This is an optimization exercise on Yosys and OpenROAD, whose aim is small area, not a production implementation.
RTL that was checked went through simulation tests only; none was proved equivalent to the original.

==> job 8831: inputs <==
Design complex_butterfly_bfp, start of the top module:
module complex_butterfly_bfp #(
  parameter int IWL1    = 16,
  parameter int IWL2    = 16,
  parameter int OWL     = 16,
  parameter int LATENCY = 4,
  parameter int EXPW    = 5
) (
  input  logic            clk,
  input  logic            rst,
  input  logic            strb_in,
  input  logic [1:0]      mode,
  input  logic [IWL1-1:0] din1_re,
  input  logic [IWL1-1:0] din1_im,
  input  logic [IWL2-1:0] din2_re,
  input  logic [IWL2-1:0] din2_im,
  input  logic [IWL1-1:0] din3_re,
  input  logic [IWL1-1:0] din3_im,
  input  logic            stage_clr,
  input  logic            frame_start,
  output logic [OWL-1:0]  dout1_re,
  output logic [OWL-1:0]  dout1_im,
  output logic [OWL-1:0]  dout2_re,
  output logic [OWL-1:0]  dout2_im,
  output logic            strb_out,
  output logic            sat_out,
  output logic            grow,
  output logic [EXPW-1:0] blk_exp,
  output logic            busy,
  output logic            clr_err
);
  ...
==> module bscale, before the edit <==
module bscale (
  input  logic [17:0] s,
  input  logic [1:0]  sh,
  output logic [16:0] f
);
  logic ovf, sel0, sel1, sel2, spos, sneg;
  logic [15:0] ones;
  assign ovf  = (~sh[1] & (s[17] ^ s[16])) | (~sh[1] & ~sh[0] & (s[16] ^ s[15]));
  assign sel0 = ~sh[1] & ~sh[0] & ~ovf;
  assign sel1 = ~sh[1] &  sh[0] & ~ovf;
  assign sel2 =  sh[1];
  assign spos = ovf & ~s[17];
  assign sneg = ovf &  s[17];
  assign ones = {sneg, {15{spos}}};
  for (genvar k = 0; k < 16; k++) begin : g_bit
    bsel3 u_sel (.e0(sel0), .x0(s[k]), .e1(sel1), .x1(s[k+1]), .e2(sel2), .x2(s[k+2]),
                 .one(ones[k]), .y(f[k]));
  end
  assign f[16] = ovf;
endmodule
==> module bsel3, before the edit <==
module bsel3 (
  input  logic e0, x0, e1, x1, e2, x2, one,
  output logic y
);
  assign y = (e0 & x0) | (e1 & x1) | (e2 & x2) | one;
endmodule
==> flow/config.mk <==
export PLATFORM = sky130hd
export DESIGN_NAME = complex_butterfly_bfp
export DESIGN_NICKNAME = complex_butterfly_bfp
export VERILOG_FILES = /design/flow/design.v
export SDC_FILE = /design/flow/constraint.sdc
export NUM_CORES = 4
export LEC_CHECK = 0
export ABC_AREA = 1
export CAP_MARGIN = 0
export CORE_MARGIN = 2
export CORE_UTILIZATION = 60
export SLEW_MARGIN = 0
export SYNTH_HIERARCHICAL = 1
export SYNTH_MINIMUM_KEEP_SIZE = 0
==> flow/constraint.sdc <==
create_clock -name core_clock -period 11.0 [get_ports {clk}]
set_input_delay 2.2000 -clock core_clock [delete_from_list [all_inputs] [get_ports {clk}]]
set_output_delay 2.2000 -clock core_clock [all_outputs]
set_load 0.01 [all_outputs]
standard.sh (not shown) runs the stock make flow with config.mk's settings and CLKGATE_MAP_FILE= SYNTH_SCRIPT=/design/flow/synth_recipe.tcl, a recipe that flattens the netlist after the stock synthesis.
==> flow/flow/run.sh <==
#!/bin/bash
# The standard ORFS layout (standard.sh) with these changes:
#  - synthesis is the standard flow's own script, except that ABC maps with an area-oriented script
#    (flow/abc_area.script, hooked in by flow/abc_override.tcl);
#  - the ports are buffered with the platform's smallest buffer (buf_1) instead of the
#    delay buffer that buffer_ports picks by default;
#  - clock tree synthesis clusters the flip-flops into larger groups driven by clkbuf_8
#    and inserts no dummy loads.
set -euo pipefail
W=$(pwd)
export BUFFER_PORTS_ARGS="-buffer_cell sky130_fd_sc_hd__buf_1"
export CTS_ARGS="-sink_clustering_enable -repair_clock_nets -dont_use_dummy_load -sink_clustering_size 10 -sink_clustering_max_diameter 30 -buf_list sky130_fd_sc_hd__clkbuf_4"
export MY_ABC_SCRIPT=$W/flow/abc_area.script
{ head -n 1 synth_recipe.tcl; cat flow/abc_override.tcl; tail -n +2 synth_recipe.tcl; } > area_synth.tcl
sed "s#SYNTH_SCRIPT=[^ ]*#SYNTH_SCRIPT=$W/area_synth.tcl#" standard.sh > area_synth.sh
bash area_synth.sh synth > synth_flow.log 2>&1
bash standard.sh > standard_flow.log 2>&1
==> flow/flow/abc_area.script <==
strash
dch -f
map -a
mfs2
strash
dch -f
map -a
topo
stime -c
==> flow/flow/abc_override.tcl <==
# Inserted into the standard flow's synthesis script (synth_recipe.tcl) after its first line: the final ABC
# technology mapping runs flow/abc_area.script (area-oriented mapping) instead of ORFS's
# script. Everything else, including the flip-flop mapping, stays as in the standard flow's synthesis.
rename synth ::synth_recipe
proc synth {args} {
  ::synth_recipe {*}$args
  if { [info commands ::orig_abc] eq "" } {
    rename ::abc ::orig_abc
    proc ::abc {args} {
      set i [lsearch -exact $args -script]
      if { $i >= 0 } {
        set args [lreplace $args $i [expr {$i + 1}] -script $::env(MY_ABC_SCRIPT)]
      }
      puts "abc with flow/abc_area.script: $args"
      ::orig_abc {*}$args
    }
  }
}
==> job 175 (differences from job 8831) <==
--- a/flow/flow/run.sh
+++ b/flow/flow/run.sh
@@ -9,7 +9,7 @@
 set -euo pipefail
 W=$(pwd)
 export BUFFER_PORTS_ARGS="-buffer_cell sky130_fd_sc_hd__buf_1"
-export CTS_ARGS="-sink_clustering_enable -repair_clock_nets -dont_use_dummy_load -sink_clustering_size 10 -sink_clustering_max_diameter 30 -buf_list sky130_fd_sc_hd__clkbuf_4"
+export CTS_ARGS="-sink_clustering_enable -repair_clock_nets -dont_use_dummy_load -sink_clustering_size 20 -sink_clustering_max_diameter 50 -buf_list sky130_fd_sc_hd__clkbuf_8"
 export MY_ABC_SCRIPT=$W/flow/abc_area.script
 { head -n 1 synth_recipe.tcl; cat flow/abc_override.tcl; tail -n +2 synth_recipe.tcl; } > area_synth.tcl
 sed "s#SYNTH_SCRIPT=[^ ]*#SYNTH_SCRIPT=$W/area_synth.tcl#" standard.sh > area_synth.sh
- CAP_MARGIN: 0 -> 20
- CORE_UTILIZATION: 60 -> 40
- SLEW_MARGIN: 0 -> 20
==> job 6685 (differences from job 8831) <==
--- a/flow/design.v
+++ b/flow/design.v
@@ -3730,25 +3730,32 @@
   output logic [16:0] f
 );
   logic ovf, sel0, sel1, sel2, spos, sneg;
-  logic [15:0] ones;
+  logic [15:0] ones_n, m;
   assign ovf  = (~sh[1] & (s[17] ^ s[16])) | (~sh[1] & ~sh[0] & (s[16] ^ s[15]));
   assign sel0 = ~sh[1] & ~sh[0] & ~ovf;
   assign sel1 = ~sh[1] &  sh[0] & ~ovf;
   assign sel2 =  sh[1];
   assign spos = ovf & ~s[17];
   assign sneg = ovf &  s[17];
-  assign ones = {sneg, {15{spos}}};
+  assign ones_n = ~{sneg, {15{spos}}};
   for (genvar k = 0; k < 16; k++) begin : g_bit
-    bsel3 u_sel (.e0(sel0), .x0(s[k]), .e1(sel1), .x1(s[k+1]), .e2(sel2), .x2(s[k+2]),
-                 .one(ones[k]), .y(f[k]));
+    bao222n u_sel (.e0(sel0), .x0(s[k]), .e1(sel1), .x1(s[k+1]), .e2(sel2), .x2(s[k+2]),
+                   .y(m[k]));
+    bnand2 u_or (.a(m[k]), .b(ones_n[k]), .y(f[k]));
   end
   assign f[16] = ovf;
 endmodule
-module bsel3 (
-  input  logic e0, x0, e1, x1, e2, x2, one,
+module bao222n (
+  input  logic e0, x0, e1, x1, e2, x2,
   output logic y
 );
-  assign y = (e0 & x0) | (e1 & x1) | (e2 & x2) | one;
+  assign y = ~((e0 & x0) | (e1 & x1) | (e2 & x2));
+endmodule
+module bnand2 (
+  input  logic a, b,
+  output logic y
+);
+  assign y = ~(a & b);
 endmodule
 module bao22 (
   input  logic a0, a1, b0, b1,
==> flow/flow/run.sh (replaced) <==
#!/bin/bash
# The standard ORFS layout (standard.sh) with these changes:
#  - synthesis is the standard flow's own script, except that ABC maps with area-oriented scripts
#    (flow/abc_leaf.script and flow/abc_area.script, hooked in by flow/abc_override.tcl);
#  - the ports are buffered with the platform's smallest buffer (buf_1) instead of the
#    delay buffer that buffer_ports picks by default;
#  - clock tree synthesis clusters the flip-flops into larger groups driven by clkbuf_8
#    and inserts no dummy loads.
set -euo pipefail
W=$(pwd)
export BUFFER_PORTS_ARGS="-buffer_cell sky130_fd_sc_hd__buf_1"
export CTS_ARGS="-sink_clustering_enable -repair_clock_nets -dont_use_dummy_load -sink_clustering_size 10 -sink_clustering_max_diameter 30 -buf_list sky130_fd_sc_hd__clkbuf_4"
export MY_ABC_SCRIPT=$W/flow/abc_area.script
export MY_ABC_LEAF_SCRIPT=$W/flow/abc_leaf.script
{ head -n 1 synth_recipe.tcl; cat flow/abc_override.tcl; tail -n +2 synth_recipe.tcl; } > area_synth.tcl
sed "s#SYNTH_SCRIPT=[^ ]*#SYNTH_SCRIPT=$W/area_synth.tcl#" standard.sh > area_synth.sh
bash area_synth.sh synth > synth_flow.log 2>&1
bash standard.sh > standard_flow.log 2>&1
==> flow/flow/abc_leaf.script (new file) <==
strash
dc2
dch -f
amap
==> flow/flow/abc_override.tcl (replaced) <==
# Inserted into the standard flow's synthesis script (synth_recipe.tcl) after its first line. Only the
# final ABC technology mapping changes: the small gate modules (bao22, bao222n, bnand2) are
# mapped first with flow/abc_leaf.script (ABC's area mapper amap), then the rest of the design
# with flow/abc_area.script (area-oriented map). Everything else, including the flip-flop
# mapping, stays as in the standard flow's synthesis.
rename synth ::synth_recipe
proc synth {args} {
  ::synth_recipe {*}$args
  if { [info commands ::orig_abc] eq "" } {
    rename ::abc ::orig_abc
    proc ::abc {args} {
      set i [lsearch -exact $args -script]
      if { $i >= 0 } {
        set leaf [lreplace $args $i [expr {$i + 1}] -script $::env(MY_ABC_LEAF_SCRIPT)]
        puts "abc with flow/abc_leaf.script: $leaf bao22 bao222n bnand2"
        ::orig_abc {*}$leaf bao22 bao222n bnand2
        set args [lreplace $args $i [expr {$i + 1}] -script $::env(MY_ABC_SCRIPT)]
      }
      puts "abc with flow/abc_area.script: $args"
      ::orig_abc {*}$args
    }
  }
}
- CORE_UTILIZATION: 60 -> 70
==> summary.txt <==
- Job 6685 ran to the end with no violations. Job 8831 finished clean. Job 175 went through all stages and came out clean.
- Hold slack, lowest first: job 8831, job 175, job 6685.
- Via count, lowest first: job 175, job 8831, job 6685.
- In sequential cell count, job 175 and job 6685 do not differ.
- The highest wire length belongs to job 8831, the lowest to job 6685.
- Sequential share of layout area: job 6685 > job 8831 > job 175.
- In critical path depth, job 8831 and job 6685 do not differ.
- Against job 175, the utilization of job 6685 is higher by 32 points.
- Maximum frequency, lowest first: job 6685, job 8831, job 175.

==> inputs of job 3006 <==
complex_butterfly_bfp, a different RTL version from the one above (not shown whole).
export LEC_CHECK = 0
export ABC_AREA = 1
export CAP_MARGIN = 20
export CORE_MARGIN = 2
export CORE_UTILIZATION = 40
export SLEW_MARGIN = 20
export SYNTH_HIERARCHICAL = 1
export SYNTH_MINIMUM_KEEP_SIZE = 0
create_clock -name core_clock -period 11.0 [get_ports {clk}]
==> flow/flow/run.sh <==
#!/bin/bash
# The standard ORFS layout, except that the ports are buffered with the platform's
# smallest buffer instead of the delay buffer buffer_ports picks by default.
set -euo pipefail
export BUFFER_PORTS_ARGS="-buffer_cell sky130_fd_sc_hd__buf_1"
bash standard.sh > standard_flow.log 2>&1
==> inputs of job 621, as changes to job 3006 <==
--- a/flow/design.v
+++ b/flow/design.v
@@ -27,19 +27,18 @@
   output logic [EXPW-1:0] blk_exp,
   output logic            busy,
   output logic            clr_err
 );
   logic        auto_sh, auto_sh_new, clr_acc, grow_hit;
   logic [1:0]  sh_in, sh1;
   logic [3:0]  vld;
   logic [15:0] b_re, b_im, w_re, w_im;
-  logic [16:0] q_re_d, q_im_d, q_re, q_im;
-  logic [15:0] a_re, a_im;
-  logic        ld4, hold4;
+  logic [16:0] q_re_d, q_im_d, ap_re_d, ap_im_d;
+  logic [16:0] q_re, q_im, ap_re, ap_im;
   logic [64:0] w2, w3, w3b, w4;
   assign b_re = din1_re;
   assign b_im = din1_im;
   assign w_re = din2_re;
   assign w_im = din2_im;
   logic one1;
   logic two2;
   logic pp3;
@@ -3227,31 +3226,31 @@
   assign g1657 = c818 & s819;
   assign g1658 = c820 & s821;
   assign g1659 = c822 & s823;
   assign g1660 = c824 & s825;
   assign g1661 = c826 & s827;
   assign g1662 = c828 & s829;
   assign g1663 = c830 & s831;
   assign g1664 = c832 & c770;
-  assign p1665 = s771 | pp163;
-  assign p1666 = c772 | s773;
-  assign p1667 = c774 | s775;
-  assign p1668 = c776 | s777;
-  assign p1669 = c778 | s779;
-  assign p1670 = c780 | s781;
-  assign p1671 = c782 | s783;
-  assign p1672 = c784 | s785;
-  assign p1673 = c786 | s787;
-  assign p1674 = c788 | s789;
-  assign p1675 = c790 | s791;
-  assign p1676 = c792 | s793;
-  assign p1677 = c794 | s795;
-  assign p1678 = c796 | s797;
-  assign p1679 = c798 | s799;
+  assign p1665 = s771 ^ pp163;
+  assign p1666 = c772 ^ s773;
+  assign p1667 = c774 ^ s775;
+  assign p1668 = c776 ^ s777;
+  assign p1669 = c778 ^ s779;
+  assign p1670 = c780 ^ s781;
+  assign p1671 = c782 ^ s783;
+  assign p1672 = c784 ^ s785;
+  assign p1673 = c786 ^ s787;
+  assign p1674 = c788 ^ s789;
+  assign p1675 = c790 ^ s791;
+  assign p1676 = c792 ^ s793;
+  assign p1677 = c794 ^ s795;
+  assign p1678 = c796 ^ s797;
+  assign p1679 = c798 ^ s799;
   assign p1680 = c800 ^ s801;
   assign p1681 = c802 ^ s803;
   assign p1682 = c804 ^ s805;
   assign p1683 = c806 ^ s807;
   assign p1684 = c808 ^ s809;
   assign p1685 = c810 ^ s811;
   assign p1686 = c812 ^ s813;
   assign p1687 = c814 ^ s815;
@@ -3422,31 +3421,31 @@
   assign g1852 = c1618 & s1619;
   assign g1853 = c1620 & s1621;
   assign g1854 = c1622 & s1623;
   assign g1855 = c1624 & s1625;
   assign g1856 = c1626 & s1627;
   assign g1857 = c1628 & s1629;
   assign g1858 = c1630 & s1631;
   assign g1859 = c1632 & c1570;
-  assign p1860 = s1571 | pp977;
-  assign p1861 = c1572 | s1573;
-  assign p1862 = c1574 | s1575;
-  assign p1863 = c1576 | s1577;
-  assign p1864 = c1578 | s1579;
-  assign p1865 = c1580 | s1581;
-  assign p1866 = c1582 | s1583;
-  assign p1867 = c1584 | s1585;
-  assign p1868 = c1586 | s1587;
-  assign p1869 = c1588 | s1589;
-  assign p1870 = c1590 | s1591;
-  assign p1871 = c1592 | s1593;
-  assign p1872 = c1594 | s1595;
-  assign p1873 = c1596 | s1597;
-  assign p1874 = c1598 | s1599;
+  assign p1860 = s1571 ^ pp977;
+  assign p1861 = c1572 ^ s1573;
+  assign p1862 = c1574 ^ s1575;
+  assign p1863 = c1576 ^ s1577;
+  assign p1864 = c1578 ^ s1579;
+  assign p1865 = c1580 ^ s1581;
+  assign p1866 = c1582 ^ s1583;
+  assign p1867 = c1584 ^ s1585;
+  assign p1868 = c1586 ^ s1587;
+  assign p1869 = c1588 ^ s1589;
+  assign p1870 = c1590 ^ s1591;
+  assign p1871 = c1592 ^ s1593;
+  assign p1872 = c1594 ^ s1595;
+  assign p1873 = c1596 ^ s1597;
+  assign p1874 = c1598 ^ s1599;
   assign p1875 = c1600 ^ s1601;
   assign p1876 = c1602 ^ s1603;
   assign p1877 = c1604 ^ s1605;
   assign p1878 = c1606 ^ s1607;
   assign p1879 = c1608 ^ s1609;
   assign p1880 = c1610 ^ s1611;
   assign p1881 = c1612 ^ s1613;
   assign p1882 = c1614 ^ s1615;
@@ -3628,51 +3627,51 @@
     else     scale_sat = {1'b0, x};
   endfunction
   assign clr_acc = stage_clr && !busy;
   always_comb begin
     auto_sh_new = auto_sh;
     if (frame_start)  auto_sh_new = 1'b0;
     else if (clr_acc) auto_sh_new = grow;
     sh_in = (mode == 2'd3) ? {1'b0, auto_sh_new} : mode;
+    ap_re_d = add_rnd(din3_re, sh_in == 2'd1, sh_in == 2'd2);
+    ap_im_d = add_rnd(din3_im, sh_in == 2'd1, sh_in == 2'd2);
   end
   always_ff @(posedge clk) begin
     q_re  <= q_re_d;
     q_im  <= q_im_d;
-    a_re  <= din3_re;
-    a_im  <= din3_im;
+    ap_re <= ap_re_d;
+    ap_im <= ap_im_d;
     sh1   <= sh_in;
   end
   logic [17:0] s1r, s1i, s2r, s2i;
-  logic [16:0] f1r, f1i, f2r, f2i, ap_re, ap_im;
+  logic [16:0] f1r, f1i, f2r, f2i;
   always_comb begin
-    ap_re = add_rnd(a_re, sh1 == 2'd1, sh1 == 2'd2);
-    ap_im = add_rnd(a_im, sh1 == 2'd1, sh1 == 2'd2);
     s1r = addsub(ap_re, q_re, 1'b0);
     s1i = addsub(ap_im, q_im, 1'b0);
     s2r = addsub(ap_re, q_re, 1'b1);
     s2i = addsub(ap_im, q_im, 1'b1);
     f1r = scale_sat(s1r, sh1);
     f1i = scale_sat(s1i, sh1);
     f2r = scale_sat(s2r, sh1);
     f2i = scale_sat(s2i, sh1);
     w2  = {f1r[16] | f1i[16] | f2r[16] | f2i[16], f1r[15:0], f1i[15:0], f2r[15:0], f2i[15:0]};
   end
   always_ff @(posedge clk) begin
     w3  <= w2;
     w3b <= w3;
   end
-  assign ld4   = vld[2] & ~rst;
-  assign hold4 = ~vld[2] & ~rst;
   always_ff @(posedge clk) begin
-    w4 <= ({65{ld4}} & w3b) | ({65{hold4}} & w4);
-  end
-  always_ff @(posedge clk) begin
-    if (rst) vld <= '0;
-    else     vld <= {vld[2:0], strb_in};
+    if (rst) begin
+      vld <= '0;
+      w4  <= '0;
+    end else begin
+      vld <= {vld[2:0], strb_in};
+      if (vld[2]) w4 <= w3b;
+    end
   end
   assign {sat_out, dout1_re, dout1_im, dout2_re, dout2_im} = w4;
   assign strb_out = vld[3];
   assign busy     = |vld;
   assign grow_hit = (dout1_re[15] ^ dout1_re[14]) | (dout1_im[15] ^ dout1_im[14]) |
                     (dout2_re[15] ^ dout2_re[14]) | (dout2_im[15] ^ dout2_im[14]);
   always_ff @(posedge clk) begin
     if (rst) begin
==> flow/flow/run.sh (replaced) <==
#!/bin/bash
set -euo pipefail
export BUFFER_PORTS_ARGS="-buffer_cell sky130_fd_sc_hd__buf_1"
export RECOVER_POWER=100
bash standard.sh > standard_flow.log 2>&1
CAP_MARGIN = 0   (was 20)
SLEW_MARGIN = 0   (was 20)
==> notes <==
- Job 621 ran to the end with violations: max-capacitance violations, max-slew violations. Job 3006 passed the timing, design-rule and antenna checks.
- Fmax is about the same in job 3006 and job 621.
- In job 621 the register-to-register slack is higher than in job 3006, by 810 ps.
- Synthesized cell count: job 621 is lower than job 3006 (1.8%).
- Against job 621, the worst setup slack of job 3006 is higher by 5.7 ps.
- In job 3006 the synthesized area is lower than in job 621, by 0.22%.
- Of job 3006 and job 621, job 621 has the higher flip-flop and latch count (gap 2).
==> figures <==
| quantity | job 621 | job 3006 |
|---|---|---|
| Run status | complete, but fails checks | complete, no violations |
| Layout check failures | max-capacitance violations, max-slew violations | - |
| Number of flip-flops and latches | 277 | 275 |
| Final critical path time including I/O delays and setup | 9362 ps | 9356 ps |
| Number of fill cells in the layout | 7,749 | 7,793 |
| Final cell count without fillers | 4,378 | 4,439 |
| Period utilisation layout | 85.11% | 85.05% |
| Worst Path Class, Setup | input pin to flop | flop to flop |
| Adder and majority gate portion of the synthesized area | 39.24% | 38.13% |
| Post-synthesis net count | 4,089 | 4,121 |
| Slack of the critical path | 1638 ps | 1644 ps |
| Worst path max stage delay | 850 ps | 570 ps |
| Parity-gate share of the synthesized area counting xor and xnor cells | 14.58% | 14.64% |
| DRC marker count from the first detailed-route iteration | 2,722 | 2,624 |
| Maximum number of pins on one net before global-route repair | 77 | 71 |
Function was not checked in any run of this note: the RTL went through the layout flow alone.

==> separate check: timing with driven ports <==
The flow's constraints put no driver on any port. The routed layouts listed below were extracted and timed again, unchanged, in two steps.
Step 1 sets driving cells, clkbuf_16 on the clock port and buf_2 on the other inputs (assumed; they add their load-dependent delay and slew).
Step 2 times the ports against the registers' clock, not the clock port: input delays grow and output delays shrink by t, the midpoint of the rising clock arrivals with the driver on.
Three values: ideal ports, drivers, drivers and shift; two values: the first two.
run | shift t [ns] | setup WS [ns] | worst setup path after step 2
job 8831 | 0.648 | 0.981 / 0.981 / 0.975 | input to register
job 175 | 0.582 | 1.131 / 1.131 / 1.131 | register to register
job 6685 | 0.611 | 0.693 / 0.693 / 0.693 | register to register
job 3006 | 0.577 | 1.644 / 1.644 / 1.644 | register to register
job 621 | 0.577 | 1.638 / 1.659 / 1.082 | input to register
The setup slack of job 621, which loses most, moves by +0.021 ns with the drivers and by -0.556 ns with both steps.
